This design comes from an exercise in tuning for small area, a short achievable clock period and few clock cycles per item on the open sky130 flow, not from production work.
Function was checked by simulation only, so behaviour that the tests miss may differ from the original.

[design/flow/constraint.sdc]
create_clock -name core_clock -period 6.0 [get_ports {clk}]
set_input_delay 1.2000 -clock core_clock [delete_from_list [all_inputs] [get_ports {clk}]]
set_output_delay 1.2000 -clock core_clock [all_outputs]
set_load 0.01 [all_outputs]
[design/flow/design.v]
package aob_pkg;
  localparam int CHAN_W = 8;               
  localparam int NUM_CHAN = 3;             
  localparam int PIX_W = 32;               
  localparam int NUM_W = 2 * CHAN_W;       
  localparam int QUO_BITS = CHAN_W;        
  localparam int PRE_STAGES = 4;           
  localparam int NUM_STAGES = PRE_STAGES + QUO_BITS;
  localparam logic [CHAN_W-1:0] ALPHA_OPAQUE = 8'hFF;
  localparam logic [CHAN_W-1:0] ALPHA_CLEAR = 8'h00;
  typedef logic [CHAN_W-1:0] chan_t;
  typedef logic [NUM_W-1:0] num_t;
  typedef logic [PIX_W-1:0] pix_t;
  typedef logic [NUM_CHAN-1:0][NUM_W-1:0] num_vec_t;
  typedef logic [NUM_CHAN-1:0][CHAN_W-1:0] quo_vec_t;
endpackage
module argb_over_blend_unit (
  input  logic                clk,
  input  logic                rst_n,
  input  logic                in_valid,
  output logic                in_stall,
  input  aob_pkg::pix_t       in_fg_argb,
  input  aob_pkg::pix_t       in_bg_argb,
  output logic                out_valid,
  input  logic                out_stall,
  output aob_pkg::pix_t       out_argb
);
  localparam int NV = 7;   
  logic          sv;       
  logic          sv_o;     
  logic          en;       
  logic          ov;       
  logic [NV-1:0] v;
  logic          load_out;
  logic          arrive;
  assign en       = !sv;
  assign in_stall = sv_o;
  function automatic logic [9:0] pp4(input logic [1:0] m, input logic [7:0] y, input logic [9:0] y3);
    case (m)
      2'd0: pp4 = 10'd0;
      2'd1: pp4 = {2'd0, y};
      2'd2: pp4 = {1'b0, y, 1'b0};
      default: pp4 = y3;
    endcase
  endfunction
  function automatic logic [31:0] csa(input logic [15:0] p, input logic [15:0] q, input logic [15:0] r);
    logic [15:0] sm, cy;
    sm = p ^ q ^ r;
    cy = (p & q) | (p & r) | (q & r);
    csa = {cy[14:0], 1'b0, sm};
  endfunction
  function automatic logic [15:0] div1(input logic [15:0] n, input logic [7:0] d);
    logic [8:0] w, df;
    w  = {n[15:8], n[7]};
    df = w - {1'b0, d};
    if (!df[8]) div1 = {df[7:0], n[6:0], 1'b1};
    else        div1 = {w[7:0],  n[6:0], 1'b0};
  endfunction
  function automatic logic [15:0] div2(input logic [15:0] n, input logic [7:0] d, input logic [9:0] d3);
    logic [9:0]  w;
    logic [10:0] t1, t2, t3;
    w  = {n[15:8], n[7:6]};
    t1 = {1'b0, w} - {3'd0, d};
    t2 = {1'b0, w} - {2'd0, d, 1'b0};
    t3 = {1'b0, w} - {1'b0, d3};
    if (!t3[10])      div2 = {t3[7:0], n[5:0], 2'd3};
    else if (!t2[10]) div2 = {t2[7:0], n[5:0], 2'd2};
    else if (!t1[10]) div2 = {t1[7:0], n[5:0], 2'd1};
    else              div2 = {w[7:0],  n[5:0], 2'd0};
  endfunction
  logic [7:0]  r0_a;
  logic [9:0]  r0_a3;
  logic [31:0] r0_xr;
  logic [23:0] r0_dd, r0_b;
  logic [2:0]  r0_neg;
  logic        r0_z;
  logic [15:0] r1_x;
  logic [7:0]  r1_a;
  logic [47:0] r1_ps, r1_pc;
  logic [23:0] r1_b;
  logic [2:0]  r1_neg;
  logic        r1_z;
  logic [47:0] r2_n, r3_n, r4_n, r5_n, r6_n;
  logic [7:0]  r2_d, r3_d, r4_d, r5_d, r6_d;
  logic [9:0]  r3_d3, r4_d3, r5_d3;
  logic [23:0] r2_b, r3_b, r4_b, r5_b, r6_b;
  logic [2:0]  r2_neg, r3_neg, r4_neg, r5_neg, r6_neg;
  logic        r2_z, r3_z, r4_z, r5_z, r6_z;
  logic [31:0] out_r, skid_r, res;
  logic [7:0]  in_a, in_ba;
  logic [23:0] dd_nxt;
  logic [2:0]  neg_nxt;
  assign in_a  = in_fg_argb[31:24];
  assign in_ba = in_bg_argb[31:24];
  for (genvar c = 0; c < 3; c++) begin : g_d
    logic [7:0] f, b;
    logic [8:0] fb, bf;
    assign f  = in_fg_argb[c*8 +: 8];
    assign b  = in_bg_argb[c*8 +: 8];
    assign fb = {1'b0, f} - {1'b0, b};
    assign bf = {1'b0, b} - {1'b0, f};
    assign neg_nxt[c]      = fb[8];
    assign dd_nxt[c*8 +: 8] = fb[8] ? bf[7:0] : fb[7:0];
  end
  logic [10:0] m1, m2, m3, m4, m5, m6, m7;
  logic [7:0]  in_na;
  logic [31:0] xr_nxt;
  assign m1 = {3'd0, in_ba};
  assign m2 = {2'd0, in_ba, 1'b0};
  assign m4 = {1'b0, in_ba, 2'b0};
  assign m3 = m1 + m2;
  assign m5 = m1 + m4;
  assign m6 = {m3[9:0], 1'b0};
  assign m7 = {in_ba, 3'b0} - m1;
  assign in_na = ~in_a;
  function automatic logic [10:0] pp8(input logic [2:0] m, input logic [10:0] y1, input logic [10:0] y2,
                                      input logic [10:0] y3, input logic [10:0] y4, input logic [10:0] y5,
                                      input logic [10:0] y6, input logic [10:0] y7);
    case (m)
      3'd0: pp8 = 11'd0;
      3'd1: pp8 = y1;
      3'd2: pp8 = y2;
      3'd3: pp8 = y3;
      3'd4: pp8 = y4;
      3'd5: pp8 = y5;
      3'd6: pp8 = y6;
      default: pp8 = y7;
    endcase
  endfunction
  assign xr_nxt[0 +: 11]  = pp8(in_na[2:0], m1, m2, m3, m4, m5, m6, m7);
  assign xr_nxt[11 +: 11] = pp8(in_na[5:3], m1, m2, m3, m4, m5, m6, m7);
  assign xr_nxt[22 +: 10] = pp4(in_na[7:6], in_ba, m3[9:0]);
  logic [15:0] x_nxt;
  logic [47:0] ps_nxt, pc_nxt;
  assign x_nxt = {5'd0, r0_xr[0 +: 11]} + {2'd0, r0_xr[11 +: 11], 3'd0} + {r0_xr[22 +: 10], 6'd0};
  for (genvar c = 0; c < 3; c++) begin : g_p
    logic [15:0] q0, q1, q2, q3;
    logic [31:0] l1, l2;
    assign q0 = {6'd0, pp4(r0_dd[c*8 + 0 +: 2], r0_a, r0_a3)};
    assign q1 = {4'd0, pp4(r0_dd[c*8 + 2 +: 2], r0_a, r0_a3), 2'd0};
    assign q2 = {2'd0, pp4(r0_dd[c*8 + 4 +: 2], r0_a, r0_a3), 4'd0};
    assign q3 = {pp4(r0_dd[c*8 + 6 +: 2], r0_a, r0_a3), 6'd0};
    assign l1 = csa(q0, q1, q2);
    assign l2 = csa(l1[15:0], l1[31:16], q3);
    assign ps_nxt[c*16 +: 16] = l2[15:0];
    assign pc_nxt[c*16 +: 16] = l2[31:16];
  end
  logic [47:0] p_nxt;
  for (genvar c = 0; c < 3; c++) begin : g_pa
    assign p_nxt[c*16 +: 16] = r1_ps[c*16 +: 16] + r1_pc[c*16 +: 16];
  end
  logic [23:0] y_nxt;
  logic [7:0]  d_nxt;
  assign y_nxt = {r1_a, 16'd0} + {8'd0, r1_x} + {r1_x, 8'd0} + 24'd256;
  assign d_nxt = y_nxt[23:16] | {7'd0, r1_z};
  logic [47:0] n3_nxt, n4_nxt, n5_nxt, n6_nxt;
  for (genvar c = 0; c < 3; c++) begin : g_dv
    assign n3_nxt[c*16 +: 16] = div1(r2_n[c*16 +: 16], r2_d);
    assign n4_nxt[c*16 +: 16] = div2(r3_n[c*16 +: 16], r3_d, r3_d3);
    assign n5_nxt[c*16 +: 16] = div2(r4_n[c*16 +: 16], r4_d, r4_d3);
    assign n6_nxt[c*16 +: 16] = div2(r5_n[c*16 +: 16], r5_d, r5_d3);
  end
  for (genvar c = 0; c < 3; c++) begin : g_out
    logic [15:0] n;
    logic [8:0]  w, df;
    logic [7:0]  b, q1, q0;
    logic        ng, tk, cin1, cin0;
    logic [7:0]  c1, c0;
    assign n    = r6_n[c*16 +: 16];
    assign b    = r6_b[c*8 +: 8];
    assign ng   = r6_neg[c];
    assign w    = {n[15:8], n[7]};
    assign df   = w - {1'b0, r6_d};
    assign tk   = !df[8];
    assign q1   = {n[6:0], 1'b1} ^ {8{ng}};
    assign q0   = {n[6:0], 1'b0} ^ {8{ng}};
    assign cin1 = ng && (w == {1'b0, r6_d});
    assign cin0 = ng && (w == 9'd0);
    assign c1   = b + q1 + {7'd0, cin1};
    assign c0   = b + q0 + {7'd0, cin0};
    assign res[c*8 +: 8] = tk ? c1 : c0;
  end
  assign res[31:24] = {r6_d[7:1], r6_d[0] & !r6_z};
  assign load_out = !ov || !out_stall;
  assign arrive   = v[NV-1] && en;
  always_ff @(posedge clk) begin
    if (!rst_n) begin
      v    <= '0;
      ov   <= 1'b0;
      sv   <= 1'b0;
      sv_o <= 1'b0;
    end else begin
      if (en) v <= {v[NV-2:0], in_valid};
      if (load_out) ov <= sv || arrive;
      sv   <= !load_out && (sv || arrive);
      sv_o <= !load_out && (sv || arrive);
    end
  end
  always_ff @(posedge clk) begin
    if (en) begin
      r0_a   <= in_a;
      r0_a3  <= {2'd0, in_a} + {1'b0, in_a, 1'b0};
      r0_xr  <= xr_nxt;
      r0_dd  <= dd_nxt;
      r0_neg <= neg_nxt;
      r0_b   <= in_bg_argb[23:0];
      r0_z   <= (in_a == 8'd0) && (in_ba == 8'd0);
      r1_x   <= x_nxt;
      r1_a   <= r0_a;
      r1_ps  <= ps_nxt;
      r1_pc  <= pc_nxt;
      r1_b   <= r0_b;
      r1_neg <= r0_neg;
      r1_z   <= r0_z;
      r2_n <= p_nxt; r2_d <= d_nxt; r2_b <= r1_b; r2_neg <= r1_neg; r2_z <= r1_z;
      r3_n <= n3_nxt; r3_d <= r2_d; r3_b <= r2_b; r3_neg <= r2_neg; r3_z <= r2_z;
      r3_d3 <= {2'd0, r2_d} + {1'b0, r2_d, 1'b0};
      r4_n <= n4_nxt; r4_d <= r3_d; r4_d3 <= r3_d3; r4_b <= r3_b; r4_neg <= r3_neg; r4_z <= r3_z;
      r5_n <= n5_nxt; r5_d <= r4_d; r5_d3 <= r4_d3; r5_b <= r4_b; r5_neg <= r4_neg; r5_z <= r4_z;
      r6_n <= n6_nxt; r6_d <= r5_d; r6_b <= r5_b; r6_neg <= r5_neg; r6_z <= r5_z;
      skid_r <= res;
    end
    if (load_out) out_r <= sv ? skid_r : res;
  end
  assign out_valid = ov;
  assign out_argb  = out_r;
endmodule
[design/flow/run.sh]
#!/bin/bash
# synth_recipe.tcl (not shown) runs the flow's synth.tcl, then flattens the netlist and writes it again
# the make line also repeats each setting of config.mk as NAME=value (left out here)
make -C /OpenROAD-flow-scripts/flow DESIGN_CONFIG=/design/flow/config.mk WORK_HOME=/design/flow/orfs CLKGATE_MAP_FILE= SYNTH_SCRIPT=/design/flow/synth_recipe.tcl finish
[design/flow/config.mk]
export PLATFORM = sky130hd
export DESIGN_NAME = argb_over_blend_unit
export DESIGN_NICKNAME = argb_over_blend_unit
export VERILOG_FILES = /design/flow/design.v
export SDC_FILE = /design/flow/constraint.sdc
export NUM_CORES = 4
export LEC_CHECK = 0
export CAP_MARGIN = 20
export CORE_MARGIN = 2
export CORE_UTILIZATION = 60
export CTS_BUF_LIST = sky130_fd_sc_hd__clkbuf_8
export SETUP_SLACK_MARGIN = 2.9
export SLEW_MARGIN = 20
==> results of run 1 <==
## cell families (layout without fill, tap and decap cells)
family          Yosys count  in the layout  share of synthesized area
compound gates          899            903                     0.1285
xor+xnor                251            251                    0.04779
fa+ha+maj               592            592                     0.1756
buf+inv                 434            738                    0.03543
flops                   754            754                     0.4784
mux                     231            231                    0.05345
other cells               0              1                          0
simple gates            757            757                    0.08083
## what timing repair did
item / CTS / global route
setup buffers: 26 / 51
gates resized for setup: 101 / 142
cloned: 2 / 2
pin swaps: 10 / 51
setup endpoints to repair: 146 / 136
## state kept, by name, indices dropped and copies added, names as in the netlist, 16 cells and up
signal	count
r1_ps	48
r2_n	48
r3_n	48
r4_n	48
r5_n	48
r6_n	48
r1_pc	33
out_r	32
r0_xr	32
skid_r	32
r0_b	24
r0_dd	24
r1_b	24
r2_b	24
r3_b	24
r4_b	24
r5_b	24
r6_b	24
r1_x	16
## metal layers
layer	wire, um	part of all wire
met4	3974	0.036
met3	5472	0.050
met5	32	0.00029
met2	56470	0.51
met1	44440	0.40
## layout make-up
class                           count  area (um2)
Fill cell                        5640       24570
Multi-Input combinational cell   2734       23410
Sequential cell                   754       22230
Timing Repair Buffer              201        1867
Clock buffer                      124        1707
Tap cell                         1040        1301
Inverter                          312        1216
Clock inverter                    101       777.0
Antenna cell                        1       2.502
## synthesized netlist by cell type (6+ instances only)
library cell,number,area [um2]
sky130_fd_sc_hd__ha_1,492,6156
sky130_fd_sc_hd__nand3b_1,12,90.09
sky130_fd_sc_hd__a22oi_1,27,202.7
sky130_fd_sc_hd__xor2_1,101,884.6
sky130_fd_sc_hd__nand2b_1,73,456.7
sky130_fd_sc_hd__o21ai_0,227,1136
sky130_fd_sc_hd__a31oi_1,11,68.82
sky130_fd_sc_hd__nand4_1,13,81.33
sky130_fd_sc_hd__a21oi_1,176,880.8
sky130_fd_sc_hd__edfxtp_1,713,21410
sky130_fd_sc_hd__mux2_2,135,1520
sky130_fd_sc_hd__buf_2,14,70.07
sky130_fd_sc_hd__a21boi_0,40,300.3
sky130_fd_sc_hd__a211oi_1,15,112.6
sky130_fd_sc_hd__o311ai_0,7,61.31
sky130_fd_sc_hd__and2_1,23,143.9
sky130_fd_sc_hd__nor2b_1,122,763.2
sky130_fd_sc_hd__nor4_1,12,75.07
sky130_fd_sc_hd__clkbuf_1,106,397.9
sky130_fd_sc_hd__nor2_1,174,653.1
sky130_fd_sc_hd__o21ai_1,14,70.07
sky130_fd_sc_hd__or2_2,6,37.54
sky130_fd_sc_hd__or4_1,6,45.04
sky130_fd_sc_hd__o22ai_1,8,50.05
sky130_fd_sc_hd__inv_1,310,1164
sky130_fd_sc_hd__a21oi_2,7,61.31
sky130_fd_sc_hd__fa_1,100,2002
sky130_fd_sc_hd__o31ai_1,19,142.6
sky130_fd_sc_hd__nand2_1,201,754.5
sky130_fd_sc_hd__o211ai_1,19,142.6
sky130_fd_sc_hd__and3_1,20,125.1
sky130_fd_sc_hd__o21bai_1,35,262.8
sky130_fd_sc_hd__a21o_1,101,758.2
sky130_fd_sc_hd__a22o_1,66,578.1
sky130_fd_sc_hd__mux2i_1,94,940.9
sky130_fd_sc_hd__xnor2_1,147,1287
sky130_fd_sc_hd__o21a_1,40,300.3
sky130_fd_sc_hd__a221oi_1,16,140.1
sky130_fd_sc_hd__a222oi_1,16,160.2
sky130_fd_sc_hd__dfxtp_1,41,820.8
sky130_fd_sc_hd__nor3_1,55,275.3
sky130_fd_sc_hd__or3_1,7,43.79
sky130_fd_sc_hd__nand3_1,20,100.1
## worst max-delay path: cells and delay by family (launching register included)
family	cells	cell delay, ns
buf+inv	2	0.26
flops	1	0.43
compound gates	1	0.13
fa+ha+maj	3	1.11
mux	1	0.19
simple gates	6	0.75
## how the worst min path moves through the flow
stage / startpoint / end / slack, ns / depth (start not counted)
final: r2_n[36] / r3_n[37] / 0.36 / 0
after global routing: r2_n[36] / r3_n[37] / 0.36 / 0
after CTS: r2_n[36] / r3_n[37] / 0.35 / 0
after detailed placement: r1_b[18] / r2_b[18] / 0.40 / 0
after global placement: r4_b[22] / r5_b[22] / 0.40 / 0
after floorplan: r0_b[0] / r1_b[0] / 0.40 / 0
## through the flow
| step | worst slack, ns | cell area (um2) | utilization |
|---|---|---|---|
| after floorplan | 2.789 | 46740 | - |
| after global placement | 1.494 | 48720 | 0.6321 |
| after detailed placement | 1.491 | 48720 | 0.6321 |
| after CTS | 2.858 | 51650 | 0.6701 |
| after global routing | 2.742 | 52510 | 0.6813 |
| final | 2.887 | 52510 | 0.6813 |
==> impl_metrics.ini, run 1 <==
[run_status]
run_status = complete, no violations

[placed_design]
place_inst = 4959
number_of_port_buffers = 101
place.gp.congestion = 0.9069
dp_hpwl_um = 79970

[sta]
rsz0062_at_grt = true
finalHoldWorstSlack_ns = 0.3622
period_share = 0.5188
final_period_demand_of_the_worst_path_ns = 3.113
slew_violations = 0
setup_tns_ns = 0
setup_viol = 0
finalHoldViolCount = 0
max_clock_freq_ghz = 0.3213
timing.clock.skew_ns = 0.08976
max-slew-margin-rel = 0.2950
worst_margin_slew_ns = 1.058

[layout]
layout.cells.most_common = sky130_fd_sc_hd__edfxtp_1
finalNetCount = 4783
layout_common_cells = 713 x sky130_fd_sc_hd__edfxtp_1, 466 x sky130_fd_sc_hd__ha_1, 321 x sky130_fd_sc_hd__inv_1, 198 x sky130_fd_sc_hd__nand2_1, 194 x sky130_fd_sc_hd__o21ai_0
area_delta_synth_final_pct = 13.01
layout-drive-gt1-share = 0.1377
layout.cells.non_filler = 5267

[cts]
tritoncts_num_sinks = 754
cts_inserted_buffers = 120
cts-root-to-sink-buffers = 3
clk_latency_ns = 0.78
clock_tree_from_tritoncts = yes
clock-root-buffer = sky130_fd_sc_hd__clkbuf_8
ctsHoldBuffers = 0
clk_transition_reported_paths_ns = 0.06
cts-htree-levels = 3

[global_routing]
first_pass_grt_wire_length_um = 168100
maximum_number_of_pins_on_one_net_before_global_route_repair = 180
grt_busiest_layer = met2
grtUsageMet3 = 0.04089
number_of_global_route_vias_before_repair = 31310
use_met1 = 0.3327
antenna_found_initial = 3
global_route.overflow_total = 0
grt_use_total = 0.2722
globalRouteMet2Util = 0.4837

[critical_path]
slowest_stage = sky130_fd_sc_hd__fa_2
r2r_slack_ns = 2.89
timing.critical_path.required_ns = 6.51
rr_worst_depth = 13
critical-path-top-cell-by-count = sky130_fd_sc_hd__fa_2
r2r-end = out_r[14]
startpoint_of_the_worst_setup_timing_path = r6_d[7]
worst_path_largest_cell_delay_ns = 0.46
reg2reg_from = r6_d[7]
end_kind = flip-flop
crit_path_end = out_r[14]
critical_path.cell_chain = inv_2 > buf_6 > ha_4 > nand2_4 > nor2_4 > nand4_1 > fa_2 > fa_2 > mux2i_4 > a31oi_2 > nor2b_1 > or4_1 > nand3_2
critPathKind = reg2reg
worstPathMaxFanout = 4
worstPathArrival_ns = 3.62
crit_path_start_kind = flip-flop

[logic_synthesis]
postSynth.asyncResetShare = 0
synth_edf_count = 713
synthCells = 3918
seq_area_frac_synth = 0.4784
postSynthAreaPerCell_um2 = 11.86
synth.ff_latch_count = 754
yosys_warnings = 1
synth_cell_type_count = 75
yosys_most_used_dff = sky130_fd_sc_hd__edfxtp_1
netlist_area_mm2 = 0.04647
synth_fp_nets = 4578

[route]
drt_first_iter_violations = 2205
avgViaCountPerCell = 5.908
post-route-drc-count = 0
antenna_violating_nets_post_route = 0
dr.pass1.iters = 8
routed-via-count = 31120
postRouteWirelength_um = 110400
routedWlPerCell_um = 20.96

[floorplanning]
coreArea_mm2 = 0.07708
boundaryPins = 102
die_w_um = 282.3
starting_utilization_of_the_core_area = 0.6028
die_area_mm2 = 0.07969
site_row_count = 102
dieHeight_um = 282.3

[job]
maxCapViolCount = 0

[hold_path]
hold_class = reg2reg
Testbench counts, summed over its fixed seeds: cycles 16,064, items 16,000.
==> inputs of run 2 (changes only) <==
--- a/design/flow/config.mk
+++ b/design/flow/config.mk
@@ -7,7 +7,7 @@
 export LEC_CHECK = 0
 export CAP_MARGIN = 20
 export CORE_MARGIN = 2
-export CORE_UTILIZATION = 60
+export CORE_UTILIZATION = 65
 export CTS_BUF_LIST = sky130_fd_sc_hd__clkbuf_8
 export SETUP_SLACK_MARGIN = 2.9
 export SLEW_MARGIN = 20
==> impl_metrics.ini, run 2 <==
[floorplanning]
boundaryPins = 102
die_w_um = 271.4
dieHeight_um = 271.4
die_area_mm2 = 0.07365
coreArea_mm2 = 0.07112
starting_utilization_of_the_core_area = 0.6534
site_row_count = 98

[layout]
layout.cells.most_common = sky130_fd_sc_hd__edfxtp_1
fillers = 4600
final_util = 0.7399
finalNetCount = 4795
register_area_mm2 = 0.02223
area_delta_synth_final_pct = 13.23
final_design_area_no_fill_mm2 = 0.05262
multiInputGateArea_mm2 = 0.02358
layout-drive-gt1-share = 0.1454
layout_common_cells = 713 x sky130_fd_sc_hd__edfxtp_1, 468 x sky130_fd_sc_hd__ha_1, 317 x sky130_fd_sc_hd__inv_1, 196 x sky130_fd_sc_hd__nand2_1, 191 x sky130_fd_sc_hd__o21ai_0

[critical_path]
crit_path_start_kind = flip-flop
slowest_stage = sky130_fd_sc_hd__fa_2
timing.critical_path.required_ns = 6.52
r2r_slack_ns = 2.90
worstPathMaxFanout = 3
critical-path-top-cell-by-count = sky130_fd_sc_hd__fa_2
end_kind = flip-flop
r2r-end = out_r[22]
critical_path.n_buffers_inverters = 2
critical_path.cell_chain = inv_2 > buf_6 > ha_4 > nand2_4 > nor2_4 > nand4_1 > fa_2 > fa_2 > mux2i_4 > a31oi_4 > nor2b_2 > or4_4 > nand3_2
worst_path_largest_cell_delay_ns = 0.46
critPathKind = reg2reg
reg2reg_from = r6_d[7]
rr_worst_depth = 13
worstPathArrival_ns = 3.61
worst_path_top_cell_family_by_delay = adder cells

[sta]
worst_margin_slew_ns = 1.216
setup_viol = 0
timing.clock.skew_ns = 0.08647
slew_violations = 0
max-slew-margin-rel = 0.1892
max_clock_freq_ghz = 0.3230
rsz0062_at_grt = true
setup_tns_ns = 0
finalHoldViolCount = 0
final_period_demand_of_the_worst_path_ns = 3.096
period_share = 0.5160

[placed_design]
place.gp.congestion = 0.9096
placed_cell_area_mm2 = 0.04863
dp_hpwl_um = 79560
number_of_port_buffers = 101

[cts]
tritoncts_num_sinks = 754
ctsHoldBuffers = 0
cts-htree-levels = 3
clk_latency_ns = 0.78
cts-root-to-sink-buffers = 3
clock-root-buffer = sky130_fd_sc_hd__clkbuf_8
clk_transition_reported_paths_ns = 0.07
cts_inserted_buffers = 116
clock_tree_from_tritoncts = yes

[route]
drt_first_iter_violations = 2416
routedWlPerCell_um = 21.52
postRouteWirelength_um = 111500
antenna_violating_nets_post_route = 0
routed-via-count = 31540
dr.pass1.iters = 7
post-route-drc-count = 0
avgViaCountPerCell = 6.089

[logic_synthesis]
synth_cell_type_count = 75
synth.top_cells.by_area = sky130_fd_sc_hd__edfxtp_1 46%, sky130_fd_sc_hd__ha_1 13%, sky130_fd_sc_hd__fa_1 4.3%
synth_edf_count = 713
postSynth.asyncResetShare = 0
yosys_most_used_dff = sky130_fd_sc_hd__edfxtp_1
yosysTopAreaCellShare = 0.4607
netlist_area_mm2 = 0.04647
postSynthAreaPerCell_um2 = 11.86
post_synth_most_frequent_cells = 713 x sky130_fd_sc_hd__edfxtp_1, 492 x sky130_fd_sc_hd__ha_1, 310 x sky130_fd_sc_hd__inv_1
seq_area_frac_synth = 0.4784
synth_fp_nets = 4578
synth.ff_latch_count = 754
synth.most_common_cell = sky130_fd_sc_hd__edfxtp_1
yosys_warnings = 1
synthCells = 3918
yosys.area.top_type = sky130_fd_sc_hd__edfxtp_1

[hold_path]
whs_endpoint = r3_n[7]
hold_class = reg2reg
holdPathStages = 0
min_from = r2_n[6]

[global_routing]
grt_use_total = 0.2969
maximum_number_of_pins_on_one_net_before_global_route_repair = 152
number_of_global_route_vias_before_repair = 32380
global_route.overflow_total = 0
antenna_found_initial = 1
first_pass_grt_wire_length_um = 171400

[run_status]
run_status = complete, no violations

[job]
maxCapViolCount = 0
[run 2: cell count changes in the layout (fill, tap and decap cells not counted), moves of 5 or more]
cell / before / now
sky130_fd_sc_hd__o21ai_1: 32 / 38
sky130_fd_sc_hd__dlymetal6s2s_1: 8 / 13
sky130_fd_sc_hd__mux2_2: 129 / 122
sky130_fd_sc_hd__clkdlybuf4s50_1: 81 / 76
sky130_fd_sc_hd__buf_4: 88 / 99
sky130_fd_sc_hd__mux2_4: 6 / 13
sky130_fd_sc_hd__clkinv_1: 34 / 24
sky130_fd_sc_hd__clkinvlp_4: 2 / 8
[run 2: what timing repair did]
| item | in CTS | in global routing |
|---|---|---|
| gates cloned | 2 | 4 |
| setup endpoints to repair | 151 | 136 |
| setup buffers | 36 | 52 |
| gates resized for setup | 101 | 183 |
| pin swaps | 15 | 66 |
[run 2: how the worst max path moves through the flow]
| stage | from | to | slack, ns | cells after the start |
|---|---|---|---|---|
| finish | r6_d[7] | out_r[22] | 2.90 | 13 |
| global route | r6_d[7] | out_r[22] | 2.79 | 13 |
| CTS | r4_d3[0] | r5_n[31] | 2.90 | 11 |
| detailed placement | in_bg_argb[25] | r0_xr[19] | 1.44 | 13 |
| global placement | in_bg_argb[25] | r0_xr[19] | 1.44 | 13 |
| floorplan | in_bg_argb[25] | r0_xr[18] | 2.79 | 12 |
[run 2: final cells by class]
| class | instances | share of cell area |
|---|---|---|
| multi-input combinational | 2735 | 0.4481 |
| sequential | 754 | 0.4225 |
| timing repair buffer | 216 | 0.03793 |
| clock buffer | 124 | 0.03243 |
| inverter | 312 | 0.02299 |
| tap | 950 | 0.02259 |
| clock inverter | 88 | 0.01341 |
| antenna | 1 | 0.00004756 |
[run 2: through the flow]
stage	setup slack [ns]	instances	hold WS, ns
5_1_grt	2.791	5180	0.3553
6_report	2.904	5180	0.3685
3_3_place_gp	1.444	4872	0.4017
4_1_cts	2.898	5122	0.3513
3_5_place_dp	1.444	4872	0.4045
2_1_floorplan	2.789	3918	0.4003
[run 2: cells by family (layout without fill, tap and decap cells)]
group / count (synthesis) / after routing / share of synthesized area
simple gates: 757 / 757 / 0.08083
mux: 231 / 231 / 0.05345
xor+xnor: 251 / 251 / 0.04779
compound gates: 899 / 904 / 0.1285
other cells: 0 / 1 / 0
fa+ha+maj: 592 / 592 / 0.1756
flops: 754 / 754 / 0.4784
buf+inv: 434 / 740 / 0.03543
[run 2: metal layers]
layer	GRT usage	wire [um]	vias up
met1	0.3583	43380	15360
met2	0.5243	56640	1083
met4	0.1457	5712	0
met5	0	0	-
met3	0.04042	5745	299
li1	-	-	14800
==> inputs of run 3 (changes only) <==
--- a/design/flow/config.mk
+++ b/design/flow/config.mk
@@ -7,7 +7,9 @@
 export LEC_CHECK = 0
 export CAP_MARGIN = 20
 export CORE_MARGIN = 2
-export CORE_UTILIZATION = 65
+export CORE_UTILIZATION = 60
 export CTS_BUF_LIST = sky130_fd_sc_hd__clkbuf_8
+export CTS_CLUSTER_DIAMETER = 80
+export CTS_CLUSTER_SIZE = 12
 export SETUP_SLACK_MARGIN = 2.9
 export SLEW_MARGIN = 20
==> impl_metrics.ini, run 3 <==
[route]
postRouteWirelength_um = 110300
antenna_violating_nets_post_route = 0
dr.pass1.iters = 6
post-route-drc-count = 0
routedWlPerCell_um = 21.37
drt_first_iter_violations = 2304
avgViaCountPerCell = 5.987
routed-via-count = 30900

[hold_path]
hold_class = reg2reg
holdPathStages = 0

[job]
maxCapViolCount = 0

[logic_synthesis]
seq_area_frac_synth = 0.4784
synth_cell_type_count = 75
postSynth.asyncResetShare = 0
postSynthAreaPerCell_um2 = 11.86
yosysTopAreaCellShare = 0.4607
yosys.area.top_type = sky130_fd_sc_hd__edfxtp_1
synth_fp_nets = 4578
post_synth_most_frequent_cells = 713 x sky130_fd_sc_hd__edfxtp_1, 492 x sky130_fd_sc_hd__ha_1, 310 x sky130_fd_sc_hd__inv_1
synth.top_cells.by_area = sky130_fd_sc_hd__edfxtp_1 46%, sky130_fd_sc_hd__ha_1 13%, sky130_fd_sc_hd__fa_1 4.3%
netlist_area_mm2 = 0.04647
synth.ff_latch_count = 754
synthCells = 3918
yosys_most_used_dff = sky130_fd_sc_hd__edfxtp_1
yosys_warnings = 1
synth.most_common_cell = sky130_fd_sc_hd__edfxtp_1
synth_edf_count = 713

[placed_design]
place.gp.congestion = 0.9069
number_of_port_buffers = 101
dp_hpwl_um = 79970

[layout]
area_delta_synth_final_pct = 10.76
final_util = 0.6677
register_area_mm2 = 0.02223
layout.cells.most_common = sky130_fd_sc_hd__edfxtp_1
layout-drive-gt1-share = 0.1313
layout_common_cells = 713 x sky130_fd_sc_hd__edfxtp_1, 464 x sky130_fd_sc_hd__ha_1, 303 x sky130_fd_sc_hd__inv_1, 197 x sky130_fd_sc_hd__nand2_1, 191 x sky130_fd_sc_hd__o21ai_0
finalNetCount = 4752
fillers = 5793
multiInputGateArea_mm2 = 0.02354

[critical_path]
critPathKind = in2reg
end_kind = flip-flop
slowest_stage = sky130_fd_sc_hd__fa_2
worstPathMaxFanout = 8
critical_path.cell_chain = dlygate4sd2_1 > inv_2 > fa_2 > nor2b_1 > o21ai_1 > nand2b_1 > a21oi_2 > o21bai_1 > a21o_1 > a21oi_4 > buf_12 > mux2_4 > xor2_1
worstPathArrival_ns = 3.48
timing.critical_path.required_ns = 6.40
rr_worst_depth = 12
cp.depth = 13
r2r_slack_ns = 2.94
worst_path_top_cell_family_by_delay = compound AO/OA/AOI/OAI gates
critical_path.n_buffers_inverters = 3
worst_path_largest_cell_delay_ns = 0.39
crit_path_start_kind = input port

[cts]
tritoncts_num_sinks = 754
clk_latency_ns = 0.71
cts_inserted_buffers = 74
clk_transition_reported_paths_ns = 0.08
cts-root-to-sink-buffers = 3
cts-htree-levels = 3
clock-root-buffer = sky130_fd_sc_hd__clkbuf_8
clock_tree_from_tritoncts = yes
ctsHoldBuffers = 0

[sta]
period_share = 0.5135
finalHoldWorstSlack_ns = 0.3846
worst_margin_slew_ns = 1.195
max-slew-margin-rel = 0.2034
final_period_demand_of_the_worst_path_ns = 3.081
slew_violations = 0
max_clock_freq_ghz = 0.3246
finalHoldViolCount = 0
rsz0062_at_grt = true
setup_tns_ns = 0
timing.clock.skew_ns = 0.06063
setup_viol = 0

[floorplanning]
boundaryPins = 102
die_area_mm2 = 0.07969
dieHeight_um = 282.3
die_w_um = 282.3
coreArea_mm2 = 0.07708
starting_utilization_of_the_core_area = 0.6028
site_row_count = 102

[global_routing]
maximum_number_of_pins_on_one_net_before_global_route_repair = 180
number_of_global_route_vias_before_repair = 31120
grt_use_total = 0.2714
antenna_found_initial = 2
global_route.overflow_total = 0
first_pass_grt_wire_length_um = 167500

[run_status]
run_status = complete, no violations
[run 3: worst paths after layout]
path                 start        to
max          in_fg_argb[1]  r0_dd[6]
min               r3_n[18]  r4_n[20]
max reg2reg       r3_n[38]  r4_n[45]
min reg2reg       r3_n[18]  r4_n[20]
[run 3: per-layer routing]
layer | track usage | vias to the layer above | share of wire
met5 | 0 | - | 0.00013
met2 | 0.4811 | 854 | 0.51
li1 | - | 14620 | -
met4 | 0.1117 | 2 | 0.041
met1 | 0.3345 | 15160 | 0.41
met3 | 0.03576 | 260 | 0.044
[run 3: worst register-to-register path, cell delays in order (launching register included)]
cell and delay (ns):
sky130_fd_sc_hd__edfxtp_1 0.39, sky130_fd_sc_hd__inv_1 0.09, sky130_fd_sc_hd__ha_2 0.23, sky130_fd_sc_hd__fa_1 0.41, sky130_fd_sc_hd__nor2b_1 0.14, sky130_fd_sc_hd__o21ai_1 0.09, sky130_fd_sc_hd__a21boi_1 0.28, sky130_fd_sc_hd__o21ai_2 0.16
sky130_fd_sc_hd__o2bb2ai_4 0.19, sky130_fd_sc_hd__inv_1 0.10, sky130_fd_sc_hd__mux2_2 0.36, sky130_fd_sc_hd__a211oi_4 0.23, sky130_fd_sc_hd__a21oi_2 0.09
[run 3: layout make-up]
type	instances	share of cell area
multi-input combinational	2736	0.4573
antenna	1	0.00004862
timing repair buffer	214	0.03724
clock buffer	74	0.01979
sequential	754	0.4320
clock inverter	30	0.004667
tap	1040	0.02528
inverter	312	0.02368
[run 3: kinds of logic (layout without fill, tap and decap cells)]
logic type,count (synthesis),after routing,synth area share
multiplexers,231,231,0.05345
adder cells (fa/ha/maj),592,592,0.1756
other,0,1,0
AO/OA/AOI/OAI,899,904,0.1285
AND/OR/NAND/NOR,757,758,0.08083
buffers and inverters,434,630,0.03543
flip-flops,754,754,0.4784
XOR/XNOR,251,251,0.04779
[run 3: timing repair]
action	4_1_cts	5_1_grt
setup endpoints to repair	161	134
pin swaps	21	60
buffers inserted	48	43
gates cloned	2	4
gates resized for setup	109	167
[run 3: metrics by stage]
step                instances  area, um2  worst slack, ns
floorplan                3918      46740            2.789
global placement         4959      48720            1.494
CTS                      5113      50630            2.857
finish                   5161      51470            2.919
detailed placement       4959      48720            1.491
global route             5161      51470            2.764
==> inputs of run 4 (changes only) <==
--- a/design/flow/config.mk
+++ b/design/flow/config.mk
@@ -9,7 +9,7 @@
 export CORE_MARGIN = 2
 export CORE_UTILIZATION = 60
 export CTS_BUF_LIST = sky130_fd_sc_hd__clkbuf_8
-export CTS_CLUSTER_DIAMETER = 80
-export CTS_CLUSTER_SIZE = 12
-export SETUP_SLACK_MARGIN = 2.9
+export CTS_CLUSTER_DIAMETER = 100
+export CTS_CLUSTER_SIZE = 14
+export SETUP_SLACK_MARGIN = 3.0
 export SLEW_MARGIN = 20
==> impl_metrics.ini, run 4 <==
[run_status]
run_status = complete, no violations

[placed_design]
dp_worst_setup_slack_ns = 1.449
place.gp.congestion = 0.9487
dp_hpwl_um = 79380
number_of_port_buffers = 101
place_inst = 4958
placed_cell_area_mm2 = 0.04872

[floorplanning]
die_w_um = 282.3
coreArea_mm2 = 0.07708
boundaryPins = 102
starting_utilization_of_the_core_area = 0.6028
site_row_count = 102
die_area_mm2 = 0.07969
dieHeight_um = 282.3

[logic_synthesis]
yosys_warnings = 1
postSynth.asyncResetShare = 0
seq_area_frac_synth = 0.4784
synth.top_cells.by_area = sky130_fd_sc_hd__edfxtp_1 46%, sky130_fd_sc_hd__ha_1 13%, sky130_fd_sc_hd__fa_1 4.3%
synth_edf_count = 713
synthCells = 3918
postSynthAreaPerCell_um2 = 11.86
yosys.area.top_type = sky130_fd_sc_hd__edfxtp_1
netlist_area_mm2 = 0.04647
synth_cell_type_count = 75
synth.most_common_cell = sky130_fd_sc_hd__edfxtp_1
yosys_most_used_dff = sky130_fd_sc_hd__edfxtp_1
yosysTopAreaCellShare = 0.4607
synth_fp_nets = 4578
synth.ff_latch_count = 754
post_synth_most_frequent_cells = 713 x sky130_fd_sc_hd__edfxtp_1, 492 x sky130_fd_sc_hd__ha_1, 310 x sky130_fd_sc_hd__inv_1

[sta]
finalWorstSetupSlack_ns = 2.934
max_clock_freq_ghz = 0.3262
final_period_demand_of_the_worst_path_ns = 3.066
setup_tns_ns = 0
worst_margin_slew_ns = 1.184
setup_viol = 0
timing.clock.skew_ns = 0.02765
rsz0062_at_grt = true
slew_violations = 0
period_share = 0.5109
max-slew-margin-rel = 0.2105
finalHoldWorstSlack_ns = 0.4122
finalHoldViolCount = 0

[global_routing]
number_of_global_route_vias_before_repair = 31180
antenna_found_initial = 1
grt_use_total = 0.2719
global_route.overflow_total = 0
maximum_number_of_pins_on_one_net_before_global_route_repair = 188
first_pass_grt_wire_length_um = 168400

[layout]
layout-drive-gt1-share = 0.1597
layout_common_cells = 713 x sky130_fd_sc_hd__edfxtp_1, 454 x sky130_fd_sc_hd__ha_1, 297 x sky130_fd_sc_hd__inv_1, 195 x sky130_fd_sc_hd__nand2_1, 173 x sky130_fd_sc_hd__o21ai_0
register_area_mm2 = 0.02223
multiInputGateArea_mm2 = 0.02402
fillers = 5698
layout.cells.non_filler = 5206
area_delta_synth_final_pct = 12.47
final_util = 0.6780
finalNetCount = 4805
layout.cells.most_common = sky130_fd_sc_hd__edfxtp_1
final_design_area_no_fill_mm2 = 0.05226

[critical_path]
worstPathArrival_ns = 3.52
critPathKind = reg2reg
timing.critical_path.required_ns = 6.46
crit_path_start_kind = flip-flop
worstPathMaxFanout = 6
end_kind = flip-flop

[cts]
clock_tree_from_tritoncts = yes
ctsHoldBuffers = 0
cts-htree-levels = 2
cts_inserted_buffers = 60
clk_transition_reported_paths_ns = 0.11
cts-root-to-sink-buffers = 3
clock-root-buffer = sky130_fd_sc_hd__clkbuf_8
clk_latency_ns = 0.72
tritoncts_num_sinks = 754

[hold_path]
hold_class = reg2reg

[route]
avgViaCountPerCell = 5.994
routed-via-count = 31210
routedWlPerCell_um = 21.34
drt_first_iter_violations = 2296
dr.pass1.iters = 7
antenna_violating_nets_post_route = 0
post-route-drc-count = 0
postRouteWirelength_um = 111100

[job]
maxCapViolCount = 0
[run 4: cell types whose count changed in the layout (fill, tap and decap cells not counted), sizes merged, moves of 2 or more]
cell,previous run,this run
clkbuf,83,65
buf,114,181
o21ai,243,245
clkdlybuf4s15,0,4
inv,336,328
clkdlybuf4s50,74,72
[run 4: final cells by class]
| type | count | share of cell area |
|---|---|---|
| diodes | 2 | 0.00009576 |
| clock buffers | 60 | 0.01580 |
| clock inverters | 21 | 0.002753 |
| inverters | 312 | 0.02346 |
| multi-input cells | 2738 | 0.4596 |
| flip-flops and latches | 754 | 0.4254 |
| well taps | 1040 | 0.02490 |
| repair buffers | 279 | 0.04800 |
[run 4: worst paths after layout]
check | startpoint | end | slack [ns] | cells after the start
setup / recovery | r5_d3[0] | r6_n[44] | 2.93 | 14
hold / removal | r5_n[32] | r6_n[34] | 0.41 | 0
setup reg to reg | r5_d3[0] | r6_n[44] | 2.93 | 14
hold reg to reg | r5_n[32] | r6_n[34] | 0.41 | 0
[run 4: repair_timing]
item / CTS / global route
hold endpoints to repair: 0 / 0
buffers inserted: 94 / 63
pin swaps: 50 / 82
cloned: 4 / 4
setup endpoints to repair: 173 / 156
gates resized for setup: 192 / 227
[run 4: per-layer routing]
| layer | vias to the layer above | track usage | part of all wire |
|---|---|---|---|
| li1 | 14720 | - | - |
| met2 | 933 | 0.4748 | 0.50 |
| met4 | 0 | 0.1179 | 0.047 |
| met1 | 15280 | 0.3457 | 0.41 |
| met3 | 275 | 0.02618 | 0.045 |
| met5 | - | 0 | 0 |
[run 4: cell families (layout without fill, tap and decap cells)]
| kind of cell | count (synthesis) | count (layout) | synth area share |
|---|---|---|---|
| AO/OA/AOI/OAI | 899 | 906 | 0.1285 |
| XOR/XNOR | 251 | 251 | 0.04779 |
| adder cells (fa/ha/maj) | 592 | 592 | 0.1756 |
| buffers and inverters | 434 | 672 | 0.03543 |
| flip-flops | 754 | 754 | 0.4784 |
| multiplexers | 231 | 231 | 0.05345 |
| other | 0 | 2 | 0 |
| AND/OR/NAND/NOR | 757 | 758 | 0.08083 |
[run 4: critical path: stages, from the launching register on]
cell,delay (ns)
sky130_fd_sc_hd__edfxtp_1,0.51
sky130_fd_sc_hd__buf_6,0.17
sky130_fd_sc_hd__buf_6,0.11
sky130_fd_sc_hd__ha_4,0.15
sky130_fd_sc_hd__fa_2,0.37
sky130_fd_sc_hd__nor2b_2,0.13
sky130_fd_sc_hd__o21ai_2,0.08
sky130_fd_sc_hd__a21boi_2,0.17
sky130_fd_sc_hd__o21a_1,0.19
sky130_fd_sc_hd__nor3_2,0.06
sky130_fd_sc_hd__o21ai_2,0.13
sky130_fd_sc_hd__buf_6,0.15
sky130_fd_sc_hd__mux2_2,0.35
sky130_fd_sc_hd__a21oi_2,0.16
sky130_fd_sc_hd__a21oi_2,0.10
==> inputs of run 5 (changes only) <==
--- a/design/flow/config.mk
+++ b/design/flow/config.mk
@@ -11,5 +11,5 @@
 export CTS_BUF_LIST = sky130_fd_sc_hd__clkbuf_8
 export CTS_CLUSTER_DIAMETER = 100
 export CTS_CLUSTER_SIZE = 14
-export SETUP_SLACK_MARGIN = 3.0
+export SETUP_SLACK_MARGIN = 2.9
 export SLEW_MARGIN = 20
==> impl_metrics.ini, run 5 <==
[run_status]
run_status = complete, no violations

[layout]
layout.cells.most_common = sky130_fd_sc_hd__edfxtp_1
final_util = 0.6646
finalNetCount = 4751
layout-drive-gt1-share = 0.1267
area_delta_synth_final_pct = 10.25
layout_common_cells = 713 x sky130_fd_sc_hd__edfxtp_1, 466 x sky130_fd_sc_hd__ha_1, 307 x sky130_fd_sc_hd__inv_1, 199 x sky130_fd_sc_hd__nand2_1, 184 x sky130_fd_sc_hd__o21ai_0
final_design_area_no_fill_mm2 = 0.05123

[critical_path]
end_kind = flip-flop
crit_path_start_kind = flip-flop
worstPathMaxFanout = 4
critPathKind = reg2reg
worstPathArrival_ns = 3.59
r2r_slack_ns = 2.87
timing.critical_path.required_ns = 6.46

[logic_synthesis]
postSynthAreaPerCell_um2 = 11.86
yosys_most_used_dff = sky130_fd_sc_hd__edfxtp_1
seq_area_frac_synth = 0.4784
synth_cell_type_count = 75
netlist_area_mm2 = 0.04647
yosysTopAreaCellShare = 0.4607
synthCells = 3918
yosys.area.top_type = sky130_fd_sc_hd__edfxtp_1
postSynth.asyncResetShare = 0
synth.top_cells.by_area = sky130_fd_sc_hd__edfxtp_1 46%, sky130_fd_sc_hd__ha_1 13%, sky130_fd_sc_hd__fa_1 4.3%
post_synth_most_frequent_cells = 713 x sky130_fd_sc_hd__edfxtp_1, 492 x sky130_fd_sc_hd__ha_1, 310 x sky130_fd_sc_hd__inv_1
synth_edf_count = 713
synth.ff_latch_count = 754
synth.most_common_cell = sky130_fd_sc_hd__edfxtp_1
yosys_warnings = 1
synth_fp_nets = 4578

[floorplanning]
boundaryPins = 102
starting_utilization_of_the_core_area = 0.6028
dieHeight_um = 282.3
coreArea_mm2 = 0.07708
site_row_count = 102
die_w_um = 282.3
die_area_mm2 = 0.07969

[cts]
cts-root-to-sink-buffers = 3
cts_inserted_buffers = 60
tritoncts_num_sinks = 754
cts-htree-levels = 2
clk_transition_reported_paths_ns = 0.09
clock_tree_from_tritoncts = yes
clock-root-buffer = sky130_fd_sc_hd__clkbuf_8
clk_latency_ns = 0.73

[global_routing]
grt_use_total = 0.2697
first_pass_grt_wire_length_um = 167000
global_route.overflow_total = 0
antenna_found_initial = 4
maximum_number_of_pins_on_one_net_before_global_route_repair = 180
number_of_global_route_vias_before_repair = 30960

[route]
antenna_violating_nets_post_route = 0
avgViaCountPerCell = 5.988
postRouteWirelength_um = 109900
post-route-drc-count = 0
routed-via-count = 30860
dr.pass1.iters = 6
drt_first_iter_violations = 2212
routedWlPerCell_um = 21.32

[sta]
max_clock_freq_ghz = 0.3200
finalHoldViolCount = 0
finalHoldWorstSlack_ns = 0.4063
setup_viol = 0
setup_tns_ns = 0
final_period_demand_of_the_worst_path_ns = 3.125
timing.clock.skew_ns = 0.03958
finalWorstSetupSlack_ns = 2.875
max-slew-margin-rel = 0.2244
rsz0062_at_grt = true
period_share = 0.5209
slew_violations = 0
worst_margin_slew_ns = 1.163

[hold_path]
hold_class = reg2reg

[job]
maxCapViolCount = 0

[placed_design]
place.gp.congestion = 0.9069
placed_cell_area_mm2 = 0.04872
dp_worst_setup_slack_ns = 1.491
dp_hpwl_um = 79970
number_of_port_buffers = 101
## run 5: changes by cell type in the layout (fill, tap and decap cells not counted), moves of 8 or more
cell	previous run	this run
sky130_fd_sc_hd__buf_4	155	113
sky130_fd_sc_hd__a21oi_1	148	160
sky130_fd_sc_hd__ha_1	454	466
sky130_fd_sc_hd__ha_4	28	16
sky130_fd_sc_hd__a21oi_2	31	20
sky130_fd_sc_hd__o21ai_0	173	184
sky130_fd_sc_hd__inv_1	297	307
sky130_fd_sc_hd__buf_6	13	4
sky130_fd_sc_hd__fa_1	76	84
sky130_fd_sc_hd__fa_2	24	16
sky130_fd_sc_hd__mux2_2	118	126
sky130_fd_sc_hd__mux2_4	17	9
## run 5: layer usage
layer	share of wire	GRT usage	vias up	wire (um)
met5	0.00025	0	-	27
met1	0.41	0.3341	15150	44510
met2	0.51	0.4827	853	56090
met4	0.040	0.1043	4	4349
li1	-	-	14610	-
met3	0.044	0.03097	240	4880
## run 5: logic make-up after synthesis
logic type / synth area share
AOI/OAI and AO/OA: 0.1285
xor gates and xnor gates: 0.04779
adders and majority gates: 0.1756
buffers and inverters: 0.03543
DFF: 0.4784
muxes: 0.05345
and+or+nand+nor: 0.08083
## run 5: path summary, 6_finish.rpt
kind / startpoint / end / cells past startpoint
hold reg to reg: r3_b[8] / r4_b[8] / 0
hold / removal: r3_b[8] / r4_b[8] / 0
setup / recovery: r4_d3[0] / r5_n[42] / 19
setup reg to reg: r4_d3[0] / r5_n[42] / 19
## run 5: final cells by class
class,count,area [um2]
Multi-Input combinational cell,2734,23460
Inverter,312,1211
Sequential cell,754,22230
Fill cell,5775,25850
Clock buffer,60,825.8
Antenna cell,2,5.005
Timing Repair Buffer,229,2066
Clock inverter,22,136.4
Tap cell,1040,1301
## run 5: worst max-delay path, cell delays in order (launching register included)
cell and delay [ns]:
sky130_fd_sc_hd__edfxtp_1 0.48, sky130_fd_sc_hd__buf_6 0.17, sky130_fd_sc_hd__ha_4 0.18, sky130_fd_sc_hd__fa_2 0.36, sky130_fd_sc_hd__nor2b_2 0.18, sky130_fd_sc_hd__buf_4 0.13
sky130_fd_sc_hd__buf_4 0.09, sky130_fd_sc_hd__buf_4 0.09, sky130_fd_sc_hd__buf_4 0.09, sky130_fd_sc_hd__buf_4 0.09, sky130_fd_sc_hd__buf_4 0.09, sky130_fd_sc_hd__buf_4 0.09
sky130_fd_sc_hd__buf_4 0.09, sky130_fd_sc_hd__buf_4 0.10, sky130_fd_sc_hd__buf_4 0.10, sky130_fd_sc_hd__buf_4 0.09, sky130_fd_sc_hd__buf_4 0.09, sky130_fd_sc_hd__nor3_2 0.03
sky130_fd_sc_hd__a211oi_2 0.20, sky130_fd_sc_hd__o22ai_2 0.11
## run 5: repair_timing
item / CTS / global route
setup buffers: 62 / 44
endpoints found under the setup margin: 154 / 140
gates cloned: 1 / 3
endpoints found under the hold margin: 0 / 0
resized for setup: 102 / 167
hold buffers: 0 / 0
pin swaps: 17 / 50
## run 5: through the flow
| stage | cells |
|---|---|
| floorplan | 3918 |
| global placement | 4959 |
| detailed placement | 4959 |
| CTS | 5104 |
| global route | 5152 |
| finish | 5153 |
==> inputs of run 6 (changes only) <==
--- a/design/flow/config.mk
+++ b/design/flow/config.mk
@@ -7,7 +7,7 @@
 export LEC_CHECK = 0
 export CAP_MARGIN = 20
 export CORE_MARGIN = 2
-export CORE_UTILIZATION = 60
+export CORE_UTILIZATION = 70
 export CTS_BUF_LIST = sky130_fd_sc_hd__clkbuf_8
 export CTS_CLUSTER_DIAMETER = 100
 export CTS_CLUSTER_SIZE = 14
==> impl_metrics.ini, run 6 <==
[run_status]
run_status = complete, no violations

[logic_synthesis]
synth.most_common_cell = sky130_fd_sc_hd__edfxtp_1
synth_fp_nets = 4578
yosys_warnings = 1
yosys_most_used_dff = sky130_fd_sc_hd__edfxtp_1
seq_area_frac_synth = 0.4784
yosysTopAreaCellShare = 0.4607
synth.top_cells.by_area = sky130_fd_sc_hd__edfxtp_1 46%, sky130_fd_sc_hd__ha_1 13%, sky130_fd_sc_hd__fa_1 4.3%
synth.ff_latch_count = 754
postSynth.asyncResetShare = 0
netlist_area_mm2 = 0.04647
yosys.area.top_type = sky130_fd_sc_hd__edfxtp_1
synth_cell_type_count = 75
post_synth_most_frequent_cells = 713 x sky130_fd_sc_hd__edfxtp_1, 492 x sky130_fd_sc_hd__ha_1, 310 x sky130_fd_sc_hd__inv_1
synth_edf_count = 713
synthCells = 3918
postSynthAreaPerCell_um2 = 11.86

[route]
routedWlPerCell_um = 22.37
postRouteWirelength_um = 111200
post-route-drc-count = 0
drt_first_iter_violations = 2799
avgViaCountPerCell = 6.392
top_signal_layer_used = met4
routed-via-count = 31770
wl_met1_um = 42200
antenna_violating_nets_post_route = 0
route.met3.wl_um = 6321
dr.pass1.iters = 11
detailroute.wirelength.met2_um = 56800

[floorplanning]
coreArea_mm2 = 0.06575
starting_utilization_of_the_core_area = 0.7068
die_area_mm2 = 0.06846
dieHeight_um = 261.7
boundaryPins = 102
die_w_um = 261.7
site_row_count = 94

[global_routing]
antenna_found_initial = 5
grt_use_total = 0.3167
maximum_number_of_pins_on_one_net_before_global_route_repair = 201
first_pass_grt_wire_length_um = 168200
global_route.overflow_total = 0
number_of_global_route_vias_before_repair = 31520

[sta]
worst_margin_slew_ns = 1.240
final_period_demand_of_the_worst_path_ns = 3.125
max_clock_freq_ghz = 0.3200
finalHoldWorstSlack_ns = 0.3801
max-slew-margin-rel = 0.1736
finalHoldViolCount = 0
period_share = 0.5209
setup_tns_ns = 0
timing.clock.skew_ns = 0.05446
rsz0062_at_grt = true
slew_violations = 0
setup_viol = 0

[cts]
cts-htree-levels = 2
cts-root-to-sink-buffers = 3
clock_tree_from_tritoncts = yes
clk_latency_ns = 0.75
tritoncts_num_sinks = 754
cts_inserted_buffers = 60
clock-root-buffer = sky130_fd_sc_hd__clkbuf_8
clk_transition_reported_paths_ns = 0.10
ctsHoldBuffers = 0

[placed_design]
place_inst = 4781
dp_hpwl_um = 79790
place.gp.congestion = 0.9444
number_of_port_buffers = 101

[critical_path]
critPathKind = reg2reg
worstPathArrival_ns = 3.66
crit_path_start_kind = flip-flop
timing.critical_path.required_ns = 6.54
end_kind = flip-flop
worstPathMaxFanout = 3

[layout]
layout.cells.non_filler = 4970
final_util = 0.7767
layout_common_cells = 713 x sky130_fd_sc_hd__edfxtp_1, 462 x sky130_fd_sc_hd__ha_1, 303 x sky130_fd_sc_hd__inv_1, 198 x sky130_fd_sc_hd__nand2_1, 196 x sky130_fd_sc_hd__o21ai_0
finalNetCount = 4743
layout.cells.most_common = sky130_fd_sc_hd__edfxtp_1
area_delta_synth_final_pct = 9.892
layout-drive-gt1-share = 0.1276
fillers = 3932

[hold_path]
hold_class = reg2reg

[job]
maxCapViolCount = 0
[run 6: changes by cell type in the layout (fill, tap and decap cells not counted), moves of 5 or more]
cell,previous run,this run
sky130_fd_sc_hd__inv_2,13,18
sky130_fd_sc_hd__o21ai_1,43,32
sky130_fd_sc_hd__o21ai_0,184,196
sky130_fd_sc_hd__buf_4,113,107
[run 6: final cells by class]
| type | count | area [um2] | share of cell area |
|---|---|---|---|
| Clock inverter | 24 | 142.6 | 0.002793 |
| Timing Repair Buffer | 222 | 2063 | 0.04040 |
| Tap cell | 864 | 1081 | 0.02117 |
| Sequential cell | 754 | 22240 | 0.4354 |
| Clock buffer | 60 | 825.8 | 0.01617 |
| Multi-Input combinational cell | 2733 | 23510 | 0.4603 |
| Antenna cell | 1 | 2.502 | 0.00004900 |
| Inverter | 312 | 1211 | 0.02372 |
[run 6: worst paths after layout]
kind         slack, ns  endpoint  cells after the start      from
min reg2reg       0.38  r5_b[20]                      0  r4_b[20]
max reg2reg       2.87  out_r[2]                     10  r6_n[14]
max               2.87  out_r[2]                     10  r6_n[14]
min               0.38  r5_b[20]                      0  r4_b[20]
[run 6: timing repair]
action / CTS / global route
pin swaps: 25 / 58
setup endpoints to repair: 148 / 143
gates cloned: 4 / 1
setup buffers: 51 / 48
gates resized for setup: 118 / 144
[run 6: routing by layer]
layer,vias up,global-route usage
met4,0,0.1501
met5,-,0
li1,14630,-
met1,15520,0.3924
met2,1266,0.5585
met3,347,0.03385
[run 6: cells by family (layout without fill, tap and decap cells)]
logic type               Yosys count  after routing  share of synthesized area
XOR/XNOR                         251            251                    0.04779
AND/OR/NAND/NOR                  757            757                    0.08083
flip-flops                       754            754                     0.4784
multiplexers                     231            231                    0.05345
adder cells (fa/ha/maj)          592            592                     0.1756
buffers and inverters            434            618                    0.03543
other                              0              1                          0
AO/OA/AOI/OAI                    899            902                     0.1285
[run 6: critical path, cell delays in order, from the launching register on]
cell                       delay (ns)
sky130_fd_sc_hd__edfxtp_1        0.52
sky130_fd_sc_hd__ha_4            0.34
sky130_fd_sc_hd__nand2_4         0.06
sky130_fd_sc_hd__nor2_4          0.10
sky130_fd_sc_hd__nand4_1         0.18
sky130_fd_sc_hd__fa_2            0.46
sky130_fd_sc_hd__fa_2            0.36
sky130_fd_sc_hd__mux2_4          0.31
sky130_fd_sc_hd__buf_4           0.14
sky130_fd_sc_hd__xor2_1          0.15
sky130_fd_sc_hd__o21ai_0         0.29
[run 6: metrics by stage]
step | instance area, um2 | worst slack [ns]
3_3_place_gp | 48490 | 1.529
2_1_floorplan | 46740 | 2.789
5_1_grt | 51070 | 2.803
6_report | 51070 | 2.875
3_5_place_dp | 48490 | 1.488
4_1_cts | 50270 | 2.833
==> inputs of run 7 (changes only) <==
--- a/design/flow/config.mk
+++ b/design/flow/config.mk
@@ -7,9 +7,10 @@
 export LEC_CHECK = 0
 export CAP_MARGIN = 20
 export CORE_MARGIN = 2
-export CORE_UTILIZATION = 70
+export CORE_UTILIZATION = 65
 export CTS_BUF_LIST = sky130_fd_sc_hd__clkbuf_8
 export CTS_CLUSTER_DIAMETER = 100
 export CTS_CLUSTER_SIZE = 14
+export PLACE_DENSITY = 0.7
 export SETUP_SLACK_MARGIN = 2.9
 export SLEW_MARGIN = 20
==> impl_metrics.ini, run 7 <==
[logic_synthesis]
synth_fp_nets = 4578
postSynth.asyncResetShare = 0
post_synth_most_frequent_cells = 713 x sky130_fd_sc_hd__edfxtp_1, 492 x sky130_fd_sc_hd__ha_1, 310 x sky130_fd_sc_hd__inv_1
synth_edf_count = 713
synthCells = 3918
yosys_most_used_dff = sky130_fd_sc_hd__edfxtp_1
yosys_warnings = 1
postSynthAreaPerCell_um2 = 11.86
yosysTopAreaCellShare = 0.4607
synth.most_common_cell = sky130_fd_sc_hd__edfxtp_1
synth.top_cells.by_area = sky130_fd_sc_hd__edfxtp_1 46%, sky130_fd_sc_hd__ha_1 13%, sky130_fd_sc_hd__fa_1 4.3%
synth.ff_latch_count = 754
netlist_area_mm2 = 0.04647
yosys.area.top_type = sky130_fd_sc_hd__edfxtp_1
seq_area_frac_synth = 0.4784
synth_cell_type_count = 75

[cts]
clock-root-buffer = sky130_fd_sc_hd__clkbuf_8
cts-htree-levels = 2
cts_inserted_buffers = 60
clk_transition_reported_paths_ns = 0.10
ctsHoldBuffers = 0
tritoncts_num_sinks = 754
clk_latency_ns = 0.71
cts-root-to-sink-buffers = 3
clock_tree_from_tritoncts = yes

[critical_path]
startpoint_of_the_worst_setup_timing_path = r6_d[7]
r2r_slack_ns = 2.90
timing.critical_path.required_ns = 6.45
r2r-end = out_r[14]
critPathKind = reg2reg
worstPathMaxFanout = 4
crit_path_start_kind = flip-flop
end_kind = flip-flop
reg2reg_from = r6_d[7]
rr_worst_depth = 12
worstPathArrival_ns = 3.55

[layout]
layout.cells.most_common = sky130_fd_sc_hd__edfxtp_1
layout_common_cells = 713 x sky130_fd_sc_hd__edfxtp_1, 469 x sky130_fd_sc_hd__ha_1, 307 x sky130_fd_sc_hd__inv_1, 198 x sky130_fd_sc_hd__nand2_1, 192 x sky130_fd_sc_hd__o21ai_0
area_delta_synth_final_pct = 9.680
layout.cells.non_filler = 5036
layout-drive-gt1-share = 0.1226
fillers = 4776
finalNetCount = 4725
final_design_area_no_fill_mm2 = 0.05097

[hold_path]
whs_endpoint = r2_n[2]
min_from = r1_ps[2]
hold_class = reg2reg
holdPathStages = 0

[placed_design]
place_inst = 4872
dp_hpwl_um = 79560
dp_worst_setup_slack_ns = 1.444
placed_cell_area_mm2 = 0.04863
place.gp.congestion = 0.9096
number_of_port_buffers = 101

[floorplanning]
starting_utilization_of_the_core_area = 0.6534
boundaryPins = 102
coreArea_mm2 = 0.07112
die_area_mm2 = 0.07365
die_w_um = 271.4
site_row_count = 98
dieHeight_um = 271.4

[sta]
max-slew-margin-rel = 0.2454
rsz0062_at_grt = true
setup_viol = 0
finalWorstSetupSlack_ns = 2.904
period_share = 0.5160
slew_violations = 0
timing.clock.skew_ns = 0.04513
setup_tns_ns = 0
final_period_demand_of_the_worst_path_ns = 3.096
worst_margin_slew_ns = 1.132
max_clock_freq_ghz = 0.3230
finalHoldViolCount = 0

[global_routing]
grt_use_total = 0.2899
global_route.overflow_total = 0
number_of_global_route_vias_before_repair = 31600
antenna_found_initial = 2
maximum_number_of_pins_on_one_net_before_global_route_repair = 152
first_pass_grt_wire_length_um = 167800

[job]
maxCapViolCount = 0

[run_status]
run_status = complete, no violations

[route]
drt_first_iter_violations = 2249
avgViaCountPerCell = 6.141
antenna_violating_nets_post_route = 0
postRouteWirelength_um = 108600
routed-via-count = 30930
routedWlPerCell_um = 21.57
post-route-drc-count = 0
dr.pass1.iters = 7
run 7: cell counts after synthesis:
No cell type changed its count.
run 7: cells by family (layout without fill, tap and decap cells):
| group | Yosys count | after routing | share of synthesized area |
|---|---|---|---|
| compound gates | 899 | 904 | 0.1285 |
| simple gates | 757 | 758 | 0.08083 |
| flops | 754 | 754 | 0.4784 |
| fa+ha+maj | 592 | 592 | 0.1756 |
| buf+inv | 434 | 595 | 0.03543 |
| xor+xnor | 251 | 251 | 0.04779 |
| mux | 231 | 231 | 0.05345 |
| other cells | 0 | 1 | 0 |
run 7: cell type report:
| cell class | count | area (um2) | area share |
|---|---|---|---|
| timing repair buffer | 201 | 1863 | 0.03655 |
| tap | 950 | 1189 | 0.02332 |
| sequential | 754 | 22230 | 0.4362 |
| clock buffer | 60 | 825.8 | 0.01620 |
| clock inverter | 22 | 121.4 | 0.002381 |
| inverter | 312 | 1215 | 0.02384 |
| multi-input combinational | 2736 | 23520 | 0.4614 |
| antenna | 1 | 2.502 | 0.00004910 |
run 7: through the flow:
stage               utilization  hold slack (ns)
floorplan                     -           0.4003
global placement         0.6838           0.4017
detailed placement       0.6838           0.4045
CTS                      0.7055           0.3914
global route             0.7167           0.4013
finish                   0.7167           0.3976
run 7: worst max path at each step:
stage	end	slack [ns]
floorplan	r0_xr[18]	2.79
global placement	r0_xr[19]	1.44
detailed placement	r0_xr[19]	1.44
CTS	r6_n[10]	2.90
global route	out_r[14]	2.76
finish	out_r[14]	2.90
run 7: critical path, stage by stage (launching register included):
cell and delay, ns:
sky130_fd_sc_hd__edfxtp_1 0.47, sky130_fd_sc_hd__inv_4 0.10, sky130_fd_sc_hd__ha_4 0.28, sky130_fd_sc_hd__nand2_1 0.08, sky130_fd_sc_hd__nor2_2 0.15, sky130_fd_sc_hd__nand4_1 0.16
sky130_fd_sc_hd__fa_2 0.44, sky130_fd_sc_hd__fa_2 0.35, sky130_fd_sc_hd__mux2i_2 0.22, sky130_fd_sc_hd__a31oi_2 0.17, sky130_fd_sc_hd__nor2b_2 0.17, sky130_fd_sc_hd__or4_1 0.14
sky130_fd_sc_hd__nand3_2 0.10
run 7: metal layers:
metal | wire [um] | GRT usage | part of all wire
met2 | 55470 | 0.5164 | 0.51
met4 | 5171 | 0.1309 | 0.048
met3 | 4999 | 0.03291 | 0.046
met5 | 15 | 0 | 0.00014
met1 | 42970 | 0.3550 | 0.40
run 7: repair_timing:
action,4_1_cts,5_1_grt
pin swaps,23,52
resized for setup,107,165
setup buffers,36,37
cloned,1,6
setup endpoints to repair,160,139

port drivers added, routing unchanged:
Ports are ideal in the flow. The routed layouts listed here were re-timed in OpenROAD.
Step 1 sets driving cells, clkbuf_16 on the clock port and buf_2 on the other inputs (assumed; they add their load-dependent delay and slew).
Step 2 times the ports against the registers' clock, not the clock port: input delays grow and output delays shrink by t, the midpoint of the rising clock arrivals with the driver on.
a / b / c = ideal ports / drivers / drivers and shift; a / b = the first two.
run | t (ns) | slack for setup (ns) | pins driven straight from the clock port
run 1 | 0.800 | 2.887 / 2.887 / 2.182 | 1
run 2 | 0.804 | 2.904 / 2.904 / 2.201 | 1
run 3 | 0.742 | 2.919 / 2.945 / 2.219 | 1
run 4 | 0.770 | 2.934 / 2.934 / 2.219 | 1
run 5 | 0.773 | 2.875 / 2.875 / 2.180 | 1
run 6 | 0.792 | 2.875 / 2.875 / 2.147 | 1
run 7 | 0.760 | 2.904 / 2.904 / 2.237 | 1
After both steps every run listed still meets setup and hold. For run 6, which loses most, drivers alone change the setup slack by 0.000 ns; drivers and shift together by -0.728 ns.
